This design comes from an exercise in tuning for small area, a short achievable clock period and few clock cycles per item on the open sky130 flow, not from production work.
Only simulation tests tie the RTL to the original design; equivalence was not proved.

==> flow/design.v (excerpt) <==
module anubis_round_engine #(
    parameter int ROUNDS = 12,
    parameter int IDXW   = 5
) (
    input  logic            clk,
    input  logic            reset,
    input  logic            in_valid,
    output logic            in_ready,
    input  logic [127:0]    in_dat,
    output logic [IDXW-1:0] rk_idx,
    input  logic [127:0]    rk_dat,
    output logic            out_valid,
    input  logic            out_ready,
    output logic [127:0]    out_dat
);
clock: 7.0 ns
lec_check: 0
cap_margin: 20
core_margin: 2
core_utilization: 45
cts_buf_list: sky130_fd_sc_hd__clkbuf_16 sky130_fd_sc_hd__clkbuf_8
cts_cluster_diameter: 80
cts_cluster_size: 30
place_density: 0.55
setup_slack_margin: 4.2
slew_margin: 20
standard.sh (not shown) runs the stock make flow with config.mk's settings and CLKGATE_MAP_FILE= SYNTH_SCRIPT=/design/flow/synth_recipe.tcl, a recipe that flattens the netlist after the stock synthesis.
==> flow/flow/run.sh <==
#!/bin/bash
# Layout flow:
#  2. the same ORFS synthesis script again, with each module synthesized on its
#     own (the S-box mini-boxes P and Q are small modules) and ABC run with the
#     script in flow/own.abc instead of ORFS's speed script, and no full-adder
#     extraction; its registers must come out identical (names and cell types)
#     to the standard synthesis, else the standard netlist is used;
#  3. the standard layout from floorplan on, with small input-port buffers
#     and buf_2 output-port buffers.
# Each tool's output goes to a log file of its own in this folder.
set -euo pipefail
WORK=$(pwd)
R=$WORK/orfs/results/$FLOW_PLATFORM/anubis_round_engine/base
bash standard.sh synth > synth_std.log 2>&1
cp "$R/1_2_yosys.v" "$WORK/std_synth.v"

# own synthesis
rm -rf "$WORK/own_scripts" "$WORK/own"
cp -r "$FLOW_HOME/scripts" "$WORK/own_scripts"
cp "$WORK/flow/own.abc" "$WORK/own_scripts/abc_speed.script"
make -C "$FLOW_HOME" DESIGN_CONFIG="$WORK/config.mk" WORK_HOME="$WORK/own" \
    CLKGATE_MAP_FILE= SYNTH_SCRIPT="$WORK/synth_recipe.tcl" SCRIPTS_DIR="$WORK/own_scripts" \
    SYNTH_HIERARCHICAL=1 SYNTH_MINIMUM_KEEP_SIZE=0 ADDER_MAP_FILE= synth > synth_own.log 2>&1 || true
OWN=$WORK/own/results/$FLOW_PLATFORM/anubis_round_engine/base/1_2_yosys.v

flops() {
    grep -E '^ *sky130_fd_sc_hd__[a-z0-9_]*(df|dl)[a-z0-9_]* ' "$1" | awk '{print $1, $2}' | sort
}
if [[ -s "$OWN" ]] && flops "$WORK/std_synth.v" > flops_std.txt && flops "$OWN" > flops_own.txt \
    && [[ -s flops_std.txt ]] && cmp -s flops_std.txt flops_own.txt; then
    echo "using own synthesis" > synth_choice.log
    cp "$OWN" "$R/1_2_yosys.v"
    rm -f "$R/1_synth.odb" "$R/1_synth.sdc"
else
    echo "registers differ or own synthesis failed: using the standard synthesis" > synth_choice.log
fi

export PRE_RESIZE_TCL=$WORK/flow/outbuf.tcl
export CTS_ARGS="-sink_clustering_enable -repair_clock_nets -sink_clustering_size 40 -sink_clustering_max_diameter 100 -buf_list {sky130_fd_sc_hd__clkbuf_16} -dont_use_dummy_load"
bash standard.sh BUFFER_PORTS_ARGS="-inputs -buffer_cell sky130_fd_sc_hd__buf_1" finish > layout.log 2>&1
==> flow/flow/outbuf.tcl <==
# Buffer the output ports with a stronger buffer than the input ports get.
buffer_ports -outputs -buffer_cell sky130_fd_sc_hd__buf_2
==> flow/flow/own.abc <==
strash; &get -n; &deepsyn -T 10; &put; strash; &get -n; &dch -f; &nf; &put; topo; stime
Testbench counts at the start, summed over its fixed seeds: cycles 6,680, items 512.
Then changed:
--- a/flow/config.mk
+++ b/flow/config.mk
@@ -9,3 +9,3 @@
 export CORE_MARGIN = 2
-export CORE_UTILIZATION = 45
+export CORE_UTILIZATION = 50
 export CTS_BUF_LIST = sky130_fd_sc_hd__clkbuf_16 sky130_fd_sc_hd__clkbuf_8
@@ -13,4 +13,4 @@
 export CTS_CLUSTER_SIZE = 30
-export PLACE_DENSITY = 0.55
-export SETUP_SLACK_MARGIN = 4.2
+export PLACE_DENSITY = 0.6
+export SETUP_SLACK_MARGIN = 4.25
 export SLEW_MARGIN = 20
What happened: Non-clock buffer count rises by 27; wire length went down by 0.99%; die area drops by 9.8%; final area went up by 1.1%; count of clock-buffer cells in the layout is higher by 1; critical path depth is lower by 7.
Then changed:
==> flow/flow/outbuf.tcl (replaced) <==
# Buffer the output ports with a stronger buffer than the input ports get.
buffer_ports -outputs -buffer_cell sky130_fd_sc_hd__buf_4
--- a/flow/config.mk
+++ b/flow/config.mk
@@ -14,3 +14,3 @@
 export PLACE_DENSITY = 0.6
-export SETUP_SLACK_MARGIN = 4.25
+export SETUP_SLACK_MARGIN = 4.2
 export SLEW_MARGIN = 20
Final area fell by 0.42%. Non-clock buffer count fell by 27. First-iteration DRC count rose by 2.2%. Worst setup slack is worse by 0.096 ns. Routed wire length fell by 1.9%. Fmax fell by 3.4%. Die area does not change. Sequential cell count stays the same.

## what the ideal ports hide
In the flow no input, the clock included, has a driving cell. The finished layouts below were timed again as built, in two steps. Step 1 assumes that a clkbuf_16 drives the clock port and a buf_2 every other input. Step 2 also shifts input and output timing later by t, the mid clock arrival at the registers, as if the neighbouring blocks saw the same clock. a / b / c = ideal / step 1 / step 2; a / b = the first two.
run	t (ns)	setup WS [ns]	clock arrival spread, ns	worst data-port slew with drivers (ns)
the first run	0.574	4.278 / 4.218 / 3.790	0.038 / 0.038	0.05
the second run	0.589	4.281 / 4.221 / 3.954	0.034 / 0.034	0.08
the third run	0.587	4.185 / 4.185 / 3.718	0.037 / 0.037	0.05
After both steps every run listed still meets setup and hold. For the first run, which loses most, drivers alone change the setup slack by -0.060 ns; drivers and shift together by -0.488 ns.
